This is an optimization exercise on Yosys and OpenROAD, whose aim is small area, not a production implementation. Only simulation tests tie the RTL to the original design; equivalence was not proved. No driver is modelled on the clock port, so clocking that relies on it looks cheaper here than on a real chip. Power is estimated from default activity; no workload was simulated.

## servo_pwm_multi
module servo_pwm_multi (
   input  logic       clk,
   input  logic       rst,
   input  logic       inc_pulse,
   input  logic       dec_pulse,
   input  logic       center_pulse,
   input  logic       sel_pulse,
   output logic [3:0] pwm_out,
   output logic [3:0] sel_onehot,
   output logic       at_min,
   output logic       at_max,
   output logic       frame_start
);
   logic [5:0] lo_q;
   logic [8:0] g_q, g_d;
   logic [1:0] sel_q;
   logic       loLast, loWrap, gEnd, frameEnd;
   assign loLast   = (lo_q == 6'd46);                               
   assign loWrap   = (lo_q[4:0] == 5'b01110);                       
   assign gEnd     = g_q[8] & g_q[7] & ~g_q[6] & g_q[2] & g_q[0];   
   assign frameEnd = gEnd & (lo_q == 6'd55);                        
   always_comb begin
      g_d = g_q + 9'(loWrap);
      if (loWrap & gEnd) g_d[6:4] = 3'b111;
   end
   logic [8:0] gN_q;
   assign g_q = ~gN_q;
   always_ff @(posedge clk or negedge rst) begin
      if (!rst) begin
         lo_q  <= 6'd14;
  ...
==> module servo_channel, before the edit <==
module servo_channel (
   input  logic       clk_i,
   input  logic       rst_ni,
   input  logic       frameEnd_i,
   input  logic       load_i,      
   input  logic [3:0] tgtNew_i,
   input  logic [5:0] g_i,         
   input  logic       gLow_i,      
   input  logic       gNeg_i,      
   output logic       pwm_o,
   output logic [3:0] target_o
);
   logic [3:0] tgt_q;
   logic [5:0] cur_q, cur_d, curT;
   logic move, dn, run;
   assign dn   = ~(cur_q[5:2] < tgt_q);
   assign move = (cur_q != {tgt_q, 2'b00});
   always_comb begin
      run = frameEnd_i & move;
      for (int b = 0; b < 6; b++) begin
         curT[b] = run;
         run     = run & (cur_q[b] ^ dn);
      end
      cur_d = cur_q ^ curT;
   end
   logic [3:0] tgtX_q;
   logic [5:0] curX_q;
   assign tgt_q = tgtX_q ^ servo_pkg::TGT_CENTER;
   assign cur_q = curX_q ^ servo_pkg::CUR_CENTER;
   always_ff @(posedge clk_i or negedge rst_ni) begin
      if (!rst_ni) begin
         tgtX_q <= '0;
         curX_q <= '0;
      end else begin
         if (load_i) tgtX_q <= tgtNew_i ^ servo_pkg::TGT_CENTER;
         curX_q <= cur_d ^ servo_pkg::CUR_CENTER;
      end
   end
   assign pwm_o    = gNeg_i | (gLow_i & (g_i < cur_q));
   assign target_o = tgt_q;
endmodule
Settings: LEC_CHECK=0, CAP_MARGIN=20, CORE_MARGIN=2, CORE_UTILIZATION=70, SLEW_MARGIN=20; clock period 20.0 ns.
standard.sh (not shown) runs the stock make flow with config.mk's settings and CLKGATE_MAP_FILE= SYNTH_SCRIPT=/design/flow/synth_recipe.tcl, a recipe that flattens the netlist after the stock synthesis.
==> flow/flow/run.sh <==
#!/bin/bash
# Own layout flow:
#  1. the standard synthesis (standard.sh synth), unchanged;
#  2. the same synthesis script rerun in side folders with ORFS's adder
#     mapping off and/or ABC's area script, giving the same registers
#     (checked by name and cell type) with differently mapped logic;
#  3. the combinational cells of each of these netlists re-mapped by ABC for
#     area with a few scripts (registers untouched); the smallest netlist is
#     laid out;
#  4. the standard layout from floorplan on, with small port buffers and
#     its own small clock tree (clock.tcl).
# Each tool's output goes to a log file in the work folder.
set -euo pipefail
W=$(pwd)
F=$W/flow
LIB=$FLOW_HOME/platforms/sky130hd/lib/sky130_fd_sc_hd__tt_025C_1v80.lib
R=$W/orfs/results/sky130hd/servo_pwm_multi/base

bash standard.sh synth > $W/log_synth.txt 2>&1
cp $R/1_2_yosys.v $W/netlist_s1.v
regs() { grep -oE 'sky130_fd_sc_hd__(df|sdf|dl|edf)[A-Za-z0-9_]* +[^ ]+' "$1" | sort; }
regs $W/netlist_s1.v > $W/regs_s1.txt

# side syntheses: same script and registers, other logic mapping
variants=("ADDER_MAP_FILE=" "ABC_AREA=1" "ADDER_MAP_FILE= ABC_AREA=1")
for i in 0 1 2; do
  n=s$((i+2))
  sed "s#WORK_HOME=[^ ]*#WORK_HOME=$W/side_$n#" standard.sh > $W/side_$n.sh
  ( bash $W/side_$n.sh ${variants[$i]} synth > $W/log_synth_$n.txt 2>&1 || true ) &
done
wait
for n in s2 s3 s4; do
  nl=$W/side_$n/results/sky130hd/servo_pwm_multi/base/1_2_yosys.v
  if [[ -f $nl ]]; then
    regs $nl > $W/regs_$n.txt
    if cmp -s $W/regs_s1.txt $W/regs_$n.txt; then cp $nl $W/netlist_$n.v; fi
  fi
done

# re-map the combinational logic for area
python3 $F/gen_cellmap.py $LIB $W/cellmap.v > $W/log_cellmap.txt 2>&1
DU=$(sed -n '/DONT_USE_CELLS/,/^$/p' $FLOW_HOME/platforms/sky130hd/config.mk | grep -o 'sky130_fd_sc_hd__[A-Za-z0-9_]*' | sed 's/^/-dont_use /' | tr '\n' ' ')
jobs=0
for NL in $W/netlist_s*.v; do
  s=$(basename $NL .v); s=${s#netlist_}
  for S in $F/abc*.script; do
    n=${s}_$(basename $S .script)
    sed -e "s#@LIB@#$LIB#g" -e "s#@IN@#$NL#" -e "s#@TOP@#$FLOW_TOP#" \
        -e "s#@MAP@#$W/cellmap.v#" -e "s#@SCRIPT@#$S#" -e "s#@DONTUSE@#$DU#" \
        -e "s#@STAT@#$W/remap_$n.stat#" -e "s#@OUT@#$W/remap_$n.v#" $F/remap.ys.in > $W/remap_$n.ys
    ( yosys -l $W/log_remap_$n.txt -q -s $W/remap_$n.ys > /dev/null 2>&1 || true ) &
    jobs=$((jobs+1))
    if (( jobs % ${NUM_CORES:-4} == 0 )); then wait; fi
  done
done
wait
best=""; bestArea=""
for st in $W/remap_*.stat; do
  n=$(basename $st .stat); n=${n#remap_}
  a=$(grep "Chip area" $st | awk '{print $NF}')
  [[ -n "$a" && -f $W/remap_$n.v ]] || continue
  regs $W/remap_$n.v > $W/regs_remap_$n.txt
  cmp -s $W/regs_s1.txt $W/regs_remap_$n.txt || continue
  echo "$n $a" >> $W/remap_areas.txt
  if [[ -z "$bestArea" ]] || awk "BEGIN{exit !($a < $bestArea)}"; then best=$n; bestArea=$a; fi
done
echo "chosen $best $bestArea" >> $W/remap_areas.txt
cp $W/remap_$best.v $R/1_2_yosys.v

PORTBUF="BUFFER_PORTS_ARGS=-buffer_cell sky130_fd_sc_hd__buf_1"
bash standard.sh "$PORTBUF" place > $W/log_place.txt 2>&1

# clock buffers: the clock port drives four buf_6, one per quarter of the flip-flops
RESULTS=$R LIBFILE=$LIB PLATFORM_DIR=$FLOW_HOME/platforms/sky130hd CLKPORT=clk NGROUP=4 \
  CLKBUF=sky130_fd_sc_hd__buf_6 openroad -no_init -exit $F/clock.tcl > $W/log_clock.txt 2>&1
cp $R/4_1_cts.odb $R/4_cts.odb
touch $R/4_cts.sdc

bash standard.sh "$PORTBUF" finish > $W/log_route.txt 2>&1
Other scripts of this flow, unchanged in this note and not shown: flow/flow/abc1.script, flow/flow/abc2.script, flow/flow/abc3.script, flow/flow/abc4.script, flow/flow/abc5.script, flow/flow/abc6.script, flow/flow/abc7.script, flow/flow/abc8.script, flow/flow/abc9.script, flow/flow/clock.tcl, flow/flow/gen_cellmap.py, flow/flow/remap.ys.in
Edit:
--- a/flow/design.v
+++ b/flow/design.v
@@ -106,15 +106,11 @@
       cur_d = cur_q ^ curT;
    end
-   logic [3:0] tgtX_q;
-   logic [5:0] curX_q;
-   assign tgt_q = tgtX_q ^ servo_pkg::TGT_CENTER;
-   assign cur_q = curX_q ^ servo_pkg::CUR_CENTER;
    always_ff @(posedge clk_i or negedge rst_ni) begin
       if (!rst_ni) begin
-         tgtX_q <= '0;
-         curX_q <= '0;
+         tgt_q <= servo_pkg::TGT_CENTER;
+         cur_q <= servo_pkg::CUR_CENTER;
       end else begin
-         if (load_i) tgtX_q <= tgtNew_i ^ servo_pkg::TGT_CENTER;
-         curX_q <= cur_d ^ servo_pkg::CUR_CENTER;
+         if (load_i) tgt_q <= tgtNew_i;
+         cur_q <= cur_d;
       end
    end
After rerunning: Design area increases slightly. Register-to-register slack gains 0.22 ns. Combinational power fell by a few percent. Sequential share of layout area increases by 0.10 points. First-iteration DRC count climbs by a few percent. Final cell count rose slightly. Total power goes up slightly. Utilization rises by 0.35 points. Global-route usage decreases by 0.56 points.

re-timing with driven ports:
In the flow no input, the clock included, has a driving cell. The finished layouts below were timed again as built, in two steps.
Step 1: set_driving_cell puts a clkbuf_16 on clk and a buf_2 on each other input, an assumption about the parent block.
Step 2 adds t to the input delays and takes it off the output delays; t is the mean of the earliest and latest rising clock arrival at the registers after step 1. Input paths then give back, and output paths get back, about the clock's delay inside the block.
Slacks: ideal / step 1 / step 2; pairs: ideal / step 1.
| run | shift t [ns] | slack for setup (ns) | pins driven straight from the clock port |
|---|---|---|---|
| the first run | 0.185 | 13.734 / 13.673 / 13.858 | 4 |
| the second run | 0.189 | 13.887 / 13.825 / 14.013 | 4 |
After both steps setup and hold are still met in every run listed.
